This is an optimization exercise on Yosys and OpenROAD, whose aim is small area, not a production implementation. Only simulation tests tie the RTL to the original design; equivalence was not proved. Power figures rest on the tool's default switching activity, not on a simulated workload.

==> flow/run.sh <==
#!/bin/bash
# synth_recipe.tcl (not shown) runs the flow's synth.tcl, then flattens the netlist and writes it again
# the make line also repeats each setting of config.mk as NAME=value (left out here)
make -C /OpenROAD-flow-scripts/flow DESIGN_CONFIG=/design/flow/config.mk WORK_HOME=/design/flow/orfs CLKGATE_MAP_FILE= SYNTH_SCRIPT=/design/flow/synth_recipe.tcl finish
==> flow/config.mk <==
export PLATFORM = sky130hd
export DESIGN_NAME = t2mi_pps_top
export DESIGN_NICKNAME = t2mi_pps_top
export VERILOG_FILES = /design/flow/design.v
export SDC_FILE = /design/flow/constraint.sdc
export NUM_CORES = 4
export LEC_CHECK = 0
export CAP_MARGIN = 20
export CORE_MARGIN = 2
export CORE_UTILIZATION = 40
export SLEW_MARGIN = 20
==> flow/constraint.sdc <==
create_clock -name core_clock -period 10.0 [get_ports {clk_100mhz}]
set_input_delay 2.0000 -clock core_clock [delete_from_list [all_inputs] [get_ports {clk_100mhz}]]
set_output_delay 2.0000 -clock core_clock [all_outputs]
set_load 0.01 [all_outputs]
==> flow/design.v <==
`timescale 1ns/1ps
package t2mi_pps_pkg;
    localparam logic [7:0] timestamp_packet_type = 8'h20;  
    localparam int header_bytes            = 6;   
    localparam int crc_bytes               = 4;   
    localparam int timestamp_payload_bytes = 11;  
    localparam int lock_packet_count       = 2;   
    localparam int ext_tolerance_ticks     = 16;  
    localparam int led_stretch_cycles      = 255;
    typedef logic [7:0]  byte_t;
    typedef logic [39:0] seconds_t;        
    typedef logic [26:0] ticks_t;          
    typedef logic [26:0] delay_t;
    typedef logic [7:0]  err_count_t;
    typedef logic [15:0] payload_index_t;
    typedef struct packed {
        logic           valid;
        byte_t          packet_type;
        payload_index_t index;
        byte_t          data;
        logic           last;
    } payload_beat_t;
    typedef struct packed {
        logic     valid;
        seconds_t seconds;
        ticks_t   subseconds;
    } timestamp_t;
    typedef enum logic [1:0] {src_none, src_t2mi, src_ext} pps_source_t;
endpackage
`timescale 1ns/1ps
module t2mi_packet_parser (
    input  logic          clk_100mhz,
    input  logic          rst_n_sync,
    input  logic          t2mi_valid,
    input  t2mi_pps_pkg::byte_t         t2mi_data,
    input  logic          t2mi_sync,    
    output t2mi_pps_pkg::payload_beat_t beat,
    output logic          sync_locked,
    output t2mi_pps_pkg::err_count_t    error_count
);
    typedef enum logic [1:0] {st_idle, st_header, st_payload, st_crc} parser_state_t;
    parser_state_t  state;
    t2mi_pps_pkg::payload_index_t byte_cnt;      
    t2mi_pps_pkg::payload_index_t payload_len;   
    t2mi_pps_pkg::byte_t          pkt_type;
    t2mi_pps_pkg::byte_t          len_hi;
    logic [1:0]     lock_cnt;      
    logic [16:0]    len_round;     
    logic           last_payload;
    assign len_round    = {1'b0, len_hi, t2mi_data} + 17'd7;
    assign last_payload = (byte_cnt == payload_len - 1'b1);
    always_ff @(posedge clk_100mhz or negedge rst_n_sync) begin
        if (!rst_n_sync) begin
            state       <= st_idle;
            byte_cnt    <= '0;
            payload_len <= '0;
            pkt_type    <= '0;
            len_hi      <= '0;
            lock_cnt    <= '0;
            sync_locked <= 1'b0;
            error_count <= '0;
            beat        <= '0;
        end else begin
            beat.valid <= 1'b0;  
            beat.last  <= 1'b0;
            if (t2mi_valid && t2mi_sync) begin
                if (state != st_idle) begin
                    if (error_count != '1) error_count <= error_count + 1'b1;  
                    sync_locked <= 1'b0;
                    lock_cnt    <= '0;
                end
                pkt_type <= t2mi_data;  
                byte_cnt <= t2mi_pps_pkg::payload_index_t'(1);
                state    <= st_header;
            end else if (t2mi_valid) begin
                case (state)
                    st_header: begin
                        byte_cnt <= byte_cnt + 1'b1;
                        if (byte_cnt == t2mi_pps_pkg::payload_index_t'(4)) len_hi <= t2mi_data;
                        if (byte_cnt == t2mi_pps_pkg::payload_index_t'(t2mi_pps_pkg::header_bytes - 1)) begin
                            payload_len <= {2'b00, len_round[16:3]};
                            byte_cnt    <= '0;
                            state       <= (len_round[16:3] == '0) ? st_crc : st_payload;
                        end
                    end
                    st_payload: begin
                        beat.valid       <= 1'b1;
                        beat.packet_type <= pkt_type;
                        beat.index       <= byte_cnt;
                        beat.data        <= t2mi_data;
                        beat.last        <= last_payload;
                        byte_cnt         <= byte_cnt + 1'b1;
                        if (last_payload) begin
                            byte_cnt <= '0;
                            state    <= st_crc;
                        end
                    end
                    st_crc: begin
                        byte_cnt <= byte_cnt + 1'b1;
                        if (byte_cnt == t2mi_pps_pkg::payload_index_t'(t2mi_pps_pkg::crc_bytes - 1)) begin
                            state <= st_idle;  
                            if (lock_cnt == 2'(t2mi_pps_pkg::lock_packet_count - 1)) sync_locked <= 1'b1;
                            else lock_cnt <= lock_cnt + 1'b1;
                        end
                    end
                    default: ;  
                endcase
            end
        end
    end
endmodule
`timescale 1ns/1ps
module timestamp_extractor (
    input  logic          clk_100mhz,
    input  logic          rst_n_sync,
    input  t2mi_pps_pkg::payload_beat_t beat,
    output t2mi_pps_pkg::timestamp_t    stamp
);
    t2mi_pps_pkg::seconds_t    sec_shift;    
    logic [39:0] frac_shift;   
    logic        stamp_valid;
    logic        is_ts;
    assign is_ts = beat.valid && (beat.packet_type == t2mi_pps_pkg::timestamp_packet_type);
    always_ff @(posedge clk_100mhz or negedge rst_n_sync) begin
        if (!rst_n_sync) begin
            stamp_valid <= 1'b0;
        end else begin
            stamp_valid <= is_ts && beat.last &&
                           (beat.index == t2mi_pps_pkg::payload_index_t'(t2mi_pps_pkg::timestamp_payload_bytes - 1));
        end
    end
    always_ff @(posedge clk_100mhz) begin
        if (is_ts) begin
            if (beat.index == '0) begin
                sec_shift  <= '0;
                frac_shift <= '0;
            end else if (beat.index <= t2mi_pps_pkg::payload_index_t'(5)) begin
                sec_shift <= {sec_shift[31:0], beat.data};
            end else if (beat.index < t2mi_pps_pkg::payload_index_t'(t2mi_pps_pkg::timestamp_payload_bytes)) begin
                frac_shift <= {frac_shift[31:0], beat.data};
            end
        end
    end
    always_comb begin
        stamp.valid      = stamp_valid;
        stamp.seconds    = sec_shift;
        stamp.subseconds = frac_shift[39:13];  
    end
endmodule
`timescale 1ns/1ps
module time_of_day_counter #(
    parameter int ticks_per_second = 100_000_000
) (
    input  logic       clk_100mhz,
    input  logic       rst_n_sync,
    input  t2mi_pps_pkg::timestamp_t stamp,
    input  t2mi_pps_pkg::delay_t     cable_delay,
    input  t2mi_pps_pkg::delay_t     antenna_delay,
    output t2mi_pps_pkg::seconds_t   time_seconds,
    output t2mi_pps_pkg::ticks_t     time_subseconds,
    output logic       time_valid,
    output logic       pps           
);
    localparam logic [28:0] tps_w = 29'(ticks_per_second);
    logic [28:0] sum_ticks;   
    t2mi_pps_pkg::ticks_t      load_ticks;
    logic [1:0]  load_carry;  
    logic        stamp_ok;
    assign sum_ticks = 29'(stamp.subseconds) + 29'(cable_delay) + 29'(antenna_delay);
    assign stamp_ok  = stamp.valid && (29'(stamp.subseconds) < tps_w);
    always_comb begin
        if (sum_ticks >= {tps_w[27:0], 1'b0}) begin
            load_ticks = t2mi_pps_pkg::ticks_t'(sum_ticks - {tps_w[27:0], 1'b0});
            load_carry = 2'd2;
        end else if (sum_ticks >= tps_w) begin
            load_ticks = t2mi_pps_pkg::ticks_t'(sum_ticks - tps_w);
            load_carry = 2'd1;
        end else begin
            load_ticks = t2mi_pps_pkg::ticks_t'(sum_ticks);
            load_carry = 2'd0;
        end
    end
    always_ff @(posedge clk_100mhz or negedge rst_n_sync) begin
        if (!rst_n_sync) begin
            time_seconds    <= '0;
            time_subseconds <= '0;
            time_valid      <= 1'b0;
            pps             <= 1'b0;
        end else if (stamp_ok) begin
            time_seconds    <= stamp.seconds + t2mi_pps_pkg::seconds_t'(load_carry);
            time_subseconds <= load_ticks;
            time_valid      <= 1'b1;  
            pps             <= 1'b0;  
        end else if (time_valid) begin
            if (time_subseconds == t2mi_pps_pkg::ticks_t'(ticks_per_second - 1)) begin
                time_subseconds <= '0;
                time_seconds    <= time_seconds + 1'b1;
                pps             <= 1'b1;
            end else begin
                time_subseconds <= time_subseconds + 1'b1;
                pps             <= 1'b0;
            end
        end
    end
endmodule
`timescale 1ns/1ps
module ext_pps_monitor #(
    parameter int ticks_per_second = 100_000_000
) (
    input  logic clk_100mhz,
    input  logic rst_n_sync,
    input  logic ext_pps_in,
    output logic ext_pulse,       
    output logic ext_pps_locked
);
    localparam t2mi_pps_pkg::ticks_t period_lo = t2mi_pps_pkg::ticks_t'(ticks_per_second - t2mi_pps_pkg::ext_tolerance_ticks);
    localparam t2mi_pps_pkg::ticks_t period_hi = t2mi_pps_pkg::ticks_t'(ticks_per_second + t2mi_pps_pkg::ext_tolerance_ticks);
    logic   sync_ff1, sync_ff2, sync_ff3;  
    t2mi_pps_pkg::ticks_t period_cnt;                    
    logic   have_ref;                      
    logic   good_once;                     
    logic   period_ok;
    assign period_ok = (period_cnt >= period_lo) && (period_cnt <= period_hi);
    always_ff @(posedge clk_100mhz or negedge rst_n_sync) begin
        if (!rst_n_sync) begin
            sync_ff1  <= 1'b0;
            sync_ff2  <= 1'b0;
            sync_ff3  <= 1'b0;
            ext_pulse <= 1'b0;
        end else begin
            sync_ff1  <= ext_pps_in;
            sync_ff2  <= sync_ff1;
            sync_ff3  <= sync_ff2;
            ext_pulse <= sync_ff2 && !sync_ff3;  
        end
    end
    always_ff @(posedge clk_100mhz or negedge rst_n_sync) begin
        if (!rst_n_sync) begin
            period_cnt     <= '0;
            have_ref       <= 1'b0;
            good_once      <= 1'b0;
            ext_pps_locked <= 1'b0;
        end else if (ext_pulse) begin
            period_cnt <= t2mi_pps_pkg::ticks_t'(1);
            have_ref   <= 1'b1;
            if (have_ref && period_ok) begin
                if (good_once) ext_pps_locked <= 1'b1;  
                good_once <= 1'b1;
            end else if (have_ref) begin
                good_once      <= 1'b0;  
                ext_pps_locked <= 1'b0;
            end
        end else if (have_ref) begin
            if (period_cnt > period_hi) begin
                have_ref       <= 1'b0;  
                good_once      <= 1'b0;
                ext_pps_locked <= 1'b0;
            end else begin
                period_cnt <= period_cnt + 1'b1;
            end
        end
    end
endmodule
`timescale 1ns/1ps
module pps_source_select (
    input  logic        clk_100mhz,
    input  logic        rst_n_sync,
    input  logic        time_valid,
    input  logic        sync_locked,
    input  logic        ext_pps_locked,
    input  logic        t2mi_pps,
    input  logic        ext_pulse,
    output logic        pps_out,
    output t2mi_pps_pkg::pps_source_t active_source
);
    always_ff @(posedge clk_100mhz or negedge rst_n_sync) begin
        if (!rst_n_sync) begin
            active_source <= t2mi_pps_pkg::src_none;
        end else if (time_valid && sync_locked) begin
            active_source <= t2mi_pps_pkg::src_t2mi;
        end else if (ext_pps_locked) begin
            active_source <= t2mi_pps_pkg::src_ext;  
        end else begin
            active_source <= t2mi_pps_pkg::src_none;
        end
    end
    always_ff @(posedge clk_100mhz or negedge rst_n_sync) begin
        if (!rst_n_sync) begin
            pps_out <= 1'b0;
        end else begin
            case (active_source)
                t2mi_pps_pkg::src_t2mi: pps_out <= t2mi_pps;
                t2mi_pps_pkg::src_ext:  pps_out <= ext_pulse;
                default:  pps_out <= 1'b0;  
            endcase
        end
    end
endmodule
`timescale 1ns/1ps
module status_leds (
    input  logic        clk_100mhz,
    input  logic        rst_n_sync,
    input  logic        sync_locked,
    input  logic        pps_out,
    input  t2mi_pps_pkg::err_count_t  error_count,
    input  t2mi_pps_pkg::pps_source_t active_source,
    input  logic        ext_pps_locked,
    output logic        led_sync,
    output logic        led_pps,
    output logic        led_error,
    output logic        led_ext_pps
);
    logic [7:0] stretch_cnt;  
    always_ff @(posedge clk_100mhz or negedge rst_n_sync) begin
        if (!rst_n_sync) begin
            stretch_cnt <= '0;
        end else if (pps_out) begin
            stretch_cnt <= 8'(t2mi_pps_pkg::led_stretch_cycles);  
        end else if (stretch_cnt != '0) begin
            stretch_cnt <= stretch_cnt - 1'b1;
        end
    end
    assign led_pps     = (stretch_cnt != '0);
    assign led_error   = (error_count != '0) || (active_source == t2mi_pps_pkg::src_ext);  
    assign led_sync    = sync_locked;
    assign led_ext_pps = ext_pps_locked;
endmodule
`timescale 1ns/1ps
module t2mi_pps_top #(
    parameter int ticks_per_second = 100_000
) (
    input  logic        clk_100mhz,
    input  logic        rst_n_sync,         
    input  logic        t2mi_valid,
    input  t2mi_pps_pkg::byte_t       t2mi_data,
    input  logic        t2mi_sync,
    input  logic        ext_pps_in,
    input  t2mi_pps_pkg::delay_t      cable_delay,        
    input  t2mi_pps_pkg::delay_t      antenna_delay,
    output logic        pps_out,
    output t2mi_pps_pkg::seconds_t    time_seconds,
    output t2mi_pps_pkg::ticks_t      time_subseconds,
    output logic        time_valid,
    output logic        sync_locked,
    output logic        ext_pps_locked,
    output t2mi_pps_pkg::pps_source_t active_source,
    output t2mi_pps_pkg::err_count_t  parser_error_count,
    output logic        led_sync,
    output logic        led_pps,
    output logic        led_error,
    output logic        led_ext_pps
);
    t2mi_pps_pkg::payload_beat_t beat;
    t2mi_pps_pkg::timestamp_t    stamp;
    logic          t2mi_pps;   
    logic          ext_pulse;  
    t2mi_packet_parser u_t2mi_packet_parser (
        .clk_100mhz  (clk_100mhz),
        .rst_n_sync  (rst_n_sync),
        .t2mi_valid  (t2mi_valid),
        .t2mi_data   (t2mi_data),
        .t2mi_sync   (t2mi_sync),
        .beat        (beat),
        .sync_locked (sync_locked),
        .error_count (parser_error_count)
    );
    timestamp_extractor u_timestamp_extractor (
        .clk_100mhz (clk_100mhz),
        .rst_n_sync (rst_n_sync),
        .beat       (beat),
        .stamp      (stamp)
    );
    time_of_day_counter #(.ticks_per_second(ticks_per_second)) u_time_of_day_counter (
        .clk_100mhz      (clk_100mhz),
        .rst_n_sync      (rst_n_sync),
        .stamp           (stamp),
        .cable_delay     (cable_delay),
        .antenna_delay   (antenna_delay),
        .time_seconds    (time_seconds),
        .time_subseconds (time_subseconds),
        .time_valid      (time_valid),
        .pps             (t2mi_pps)
    );
    ext_pps_monitor #(.ticks_per_second(ticks_per_second)) u_ext_pps_monitor (
        .clk_100mhz     (clk_100mhz),
        .rst_n_sync     (rst_n_sync),
        .ext_pps_in     (ext_pps_in),
        .ext_pulse      (ext_pulse),
        .ext_pps_locked (ext_pps_locked)
    );
    pps_source_select u_pps_source_select (
        .clk_100mhz     (clk_100mhz),
        .rst_n_sync     (rst_n_sync),
        .time_valid     (time_valid),
        .sync_locked    (sync_locked),
        .ext_pps_locked (ext_pps_locked),
        .t2mi_pps       (t2mi_pps),
        .ext_pulse      (ext_pulse),
        .pps_out        (pps_out),
        .active_source  (active_source)
    );
    status_leds u_status_leds (
        .clk_100mhz     (clk_100mhz),
        .rst_n_sync     (rst_n_sync),
        .sync_locked    (sync_locked),
        .pps_out        (pps_out),
        .error_count    (parser_error_count),
        .active_source  (active_source),
        .ext_pps_locked (ext_pps_locked),
        .led_sync       (led_sync),
        .led_pps        (led_pps),
        .led_error      (led_error),
        .led_ext_pps    (led_ext_pps)
    );
endmodule
==> reports/qor.csv <==
stage,metric,value,unit
yosys,Syn Inst Count,1852,
yosys,prevailing post-synth register cell,dfrtp_1,
yosys,XOR/XNOR Fraction of Synth Area,8.146,%
global_routing,grt ovf,0,
pwr,Int Pwr,0.002529,W
drt,final WL,46150,µm
min_path,worst hold stages,0,
floorplanning,Core Box Area,43270,µm²
worst_setup_path,R2R setup slack,2.65,ns
placed_design,PortBufs,151,
drt,via count,14264,
sta,RSZ-0062 raised after global routing,no,
global_routing,pin count of the biggest net entering global routing,98,
min_path,Hold Path Class,reg -> reg,
pwr,Leak,8.267,nW
yosys,Post-synth EDFFs,80,
drt,Final ANT Viol Nets,0,
yosys,Synth area leaders,"dfrtp_1 30%, edfxtp_1 14%, nand2_1 4.7%",
clock_tree,# H-tree levels,2,
pwr,Sw Pwr,0.001237,W
yosys,sequential-to-total area share from yosys stat,43.18,%
global_routing,first-pass GRT wire length,75330,µm
worst_setup_path,most used cell along the critical path,fa_1,
sta,Slew Limit Fails,0,
yosys,simple-gate share of the synthesized area,22.63,%
clock_tree,PostCTS Resize Cnt,0,
placed_design,HPWL after DPL,34190,µm
pwr,PD cells,180.2,nW/µm²
floorplanning,io pins,152,
clock_tree,total CTS buffers,35,
floorplanning,die footprint,45740,µm²
yosys,synthesized area,17620,µm²
pwr,Reg power frac,39.0,%
worst_setup_path,"Buf+Inv Stages, Crit Path",3,
yosys,dominant cell type by area after synthesis,dfrtp_1,
worst_setup_path,Startpoint Class,input port,
global_routing,Overall Global Routing Usage,20.85,%
finish,NumNets Final,2131,
sta,Final Hold Viols,0,
yosys,dominant cell by count in the synthesized netlist,nand2_1,
floorplanning,DIE HEIGHT,213.9,µm
yosys,adder-cell area share of the yosys netlist,6.690,%
worst_setup_path,crit path to,u_time_of_day_counter.time_seconds[36]$_DFFE_PN0P_,
pwr,clock power share,33.4,%
yosys,post-synthesis mux area share,3.317,%
sta,Setup WS post-layout,1.178,ns
drt,DRC,0,
sta,Tcrit/Tclk final,88.22,%
yosys,fraction of registers with async set/reset,72.22,%
worst_setup_path,CP max-delay cell,xor2_1,
pwr,sw frac,32.84,%
yosys,post-synth top area share,29.54,%
run,Max-Cap Viols,0,
global_routing,vias in the first global route,14203,
placed_design,pre-CTS setup slack,0.6757,ns
worst_setup_path,Crit Path Class,in -> reg,
placed_design,Placer Congestion,0.8952,
finish,share of post-route cells with drive strength above 1,6.898,%
finish,area grow syn2layout,18.62,%
min_path,Hold Crit Start,u_ext_pps_monitor.sync_ff1$_DFF_PN0_,
worst_setup_path,max incr delay on CP,0.55,ns
clock_tree,setup bufs post-CTS,0,
sta,post-route minimum period,8.822,ns
worst_setup_path,CP Depth,26,
yosys,post-synthesis compound-gate area fraction,13.51,%
outcome,status,"complete, no violations",
clock_tree,# hold bufs at CTS,0,
worst_setup_path,FF-to-FF Start,u_timestamp_extractor.frac_shift[14]$_SDFFCE_PN0P_,
sta,setup_tns,0,ns
yosys,post-synthesis average cell area,9.513,µm²
worst_setup_path,Critical R2R Capture,u_time_of_day_counter.time_seconds[36]$_DFFE_PN0P_,
worst_setup_path,worst reg2reg path depth,25,
floorplanning,Starting Density,40.72,%
worst_setup_path,critical path peak fanout,16,
yosys,Yosys cell types,89,
yosys,Synth top cells by count,"219 x nand2_1, 208 x dfrtp_1, 142 x o21ai_0, 131 x nor2_1, 88 x and2_1",
floorplanning,Rows,76,
worst_setup_path,"Req. time, crit path",10.45,ns
clock_tree,Root Driver,clkbuf_16,
sta,worst slew pin tran,1.006,ns
worst_setup_path,crit-path leading delay family,simple AND/OR/NAND/NOR gates,
yosys,synthesis-stage register bit count,288,
clock_tree,clock latency on the worst-skew pair,0.54,ns
drt,initial DRC count,1001,
pwr,Logic pwr share,27.6,%
clock_tree,clock buffer depth,3,
clock_tree,Clock Sinks,288,
yosys,combinational family with the most area after synthesis,simple AND/OR/NAND/NOR gates,
finish,number of diodes,0,
yosys,YS warnings,6,
sta,Max Fclk,113.4,MHz
sta,final setup fails,0,
clock_tree,"CTS clk-pin slew, worst paths",0.05,ns
drt,Routed WL per cell,17.75,µm
floorplanning,Die X,213.9,µm
worst_setup_path,Worst Path Arrival,9.28,ns
worst_setup_path,CP startpoint,cable_delay[1],
worst_setup_path,CP endpoint kind,flop,
yosys,synthesized net count,1995,
global_routing,initial antenna violation count,1,
drt,drt first pass iters,5,
sta,Clock Skews,0.01199,ns
drt,vias per cell,5.486,
sta,max_slew headroom,32.56,%
pwr,peak supply drop,0.1893,mV
clock_tree,CTS tree,built,
[registers in the layout, indices dropped and copies added (netlist names), 8 cells and up]
name	count
u_ext_pps_monitor.period_cnt	27
u_status_leds.stretch_cnt	8
u_t2mi_packet_parser.beat	34
u_t2mi_packet_parser.byte_cnt	16
u_t2mi_packet_parser.error_count	8
u_t2mi_packet_parser.len_hi	8
u_t2mi_packet_parser.payload_len	14
u_t2mi_packet_parser.pkt_type	8
u_time_of_day_counter.time_seconds	40
u_time_of_day_counter.time_subseconds	27
u_timestamp_extractor.frac_shift	40
u_timestamp_extractor.sec_shift	40
[worst min path at each step]
stage,endpoint
finish,u_ext_pps_monitor.sync_ff2$_DFF_PN0_
global route,u_ext_pps_monitor.sync_ff2$_DFF_PN0_
CTS,u_ext_pps_monitor.sync_ff2$_DFF_PN0_
detailed placement,u_ext_pps_monitor.sync_ff2$_DFF_PN0_
global placement,u_ext_pps_monitor.sync_ff2$_DFF_PN0_
floorplan,u_ext_pps_monitor.sync_ff2$_DFF_PN0_
[worst register-to-register path: cells and delay by family, from the launching register on]
| family | cells | cell delay [ns] |
|---|---|---|
| compound gates | 6 | 1.83 |
| xor+xnor | 2 | 0.72 |
| fa+ha+maj | 5 | 1.66 |
| buf+inv | 2 | 0.44 |
| flops | 1 | 0.45 |
| simple gates | 10 | 2.18 |
[layout make-up]
type,count,area (µm²)
Clock buffer,45,964.7
Clock inverter,19,168.9
Fill cell,4051,22370
Inverter,45,168.9
Multi-Input combinational cell,1452,9613
Sequential cell,288,7607
Tap cell,585,732.0
Timing Repair Buffer,166,1644
[placed cells by master (no fill, tap or decap), drive strengths merged, types with 40 or more instances in the layout]
cell type,Yosys,final
nand3,69,69
xor2,85,85
and2,89,89
nand4,43,43
nand2,219,219
a21oi,84,84
nor3,44,44
clkbuf,55,46
ha,47,47
xnor2,78,78
dfrtp,208,208
mux2,40,40
and3,54,54
edfxtp,80,80
o21ai,146,146
inv,44,46
clkdlybuf4s50,0,150
nor2,132,132
[kinds of logic (layout without fill, tap and decap cells)]
logic type,after synthesis,in the layout
simple gates,776,776
compound gates,383,383
flops,288,288
xor+xnor,163,163
buf+inv,112,275
fa+ha+maj,77,77
mux,53,53
[metrics by stage]
stage	instances	util [%]	instance area (µm²)	hold slack (ns)	power (W)
3_5_place_dp	2535	45.63	19740	0.3448	0.002527
6_report	2600	48.30	20900	0.3519	0.003765
2_1_floorplan	1852	-	17620	0.3312	0.002192
5_1_grt	2600	48.30	20900	0.3619	0.003989
4_1_cts	2599	48.25	20880	0.3569	0.003807
3_3_place_gp	2535	45.63	19740	0.3329	0.002510
[layer usage]
layer | GRT usage (%) | share of wire (%) | vias to the layer above
met1 | 27.49 | 44 | 6847
met3 | 3.998 | 6.0 | 74
met4 | 6.968 | 2.7 | 2
met2 | 34.51 | 47 | 367
met5 | 0 | 0.028 | -
li1 | - | - | 6974
[power groups by stage]
stage | registers, W | clock network [W] | logic [W]
6_report | 0.00147 | 0.00126 | 0.00104
5_1_grt | 0.00149 | 0.00134 | 0.00117
4_1_cts | 0.00147 | 0.00129 | 0.00105
3_5_place_dp | 0.00149 | 0 | 0.00104
3_3_place_gp | 0.00148 | 0 | 0.00103
2_1_floorplan | 0.00145 | 0 | 0.000740

-- separate check: timing with driven ports --
How much do the figures lean on ideal ports? The routed layout below was timed once more, with nothing changed but the port constraints. Step 1 assumes that a clkbuf_16 drives the clock port and a buf_2 every other input. Step 2, shift: input delay + t, output delay - t, t = (earliest + latest rising clock arrival at the registers) / 2. This alone moves slack from input paths to output paths. Three values: no drivers, after step 1, after step 2; two values: the first two.
shift t [ns]: 0.593
setup slack, ns: 1.178 / 1.210 / 0.618
latest minus earliest clock arrival (ns): 0.015 / 0.015
After both steps this run still meets setup and hold. The setup slack of this run moves by +0.032 ns with the drivers and by -0.560 ns with both steps.
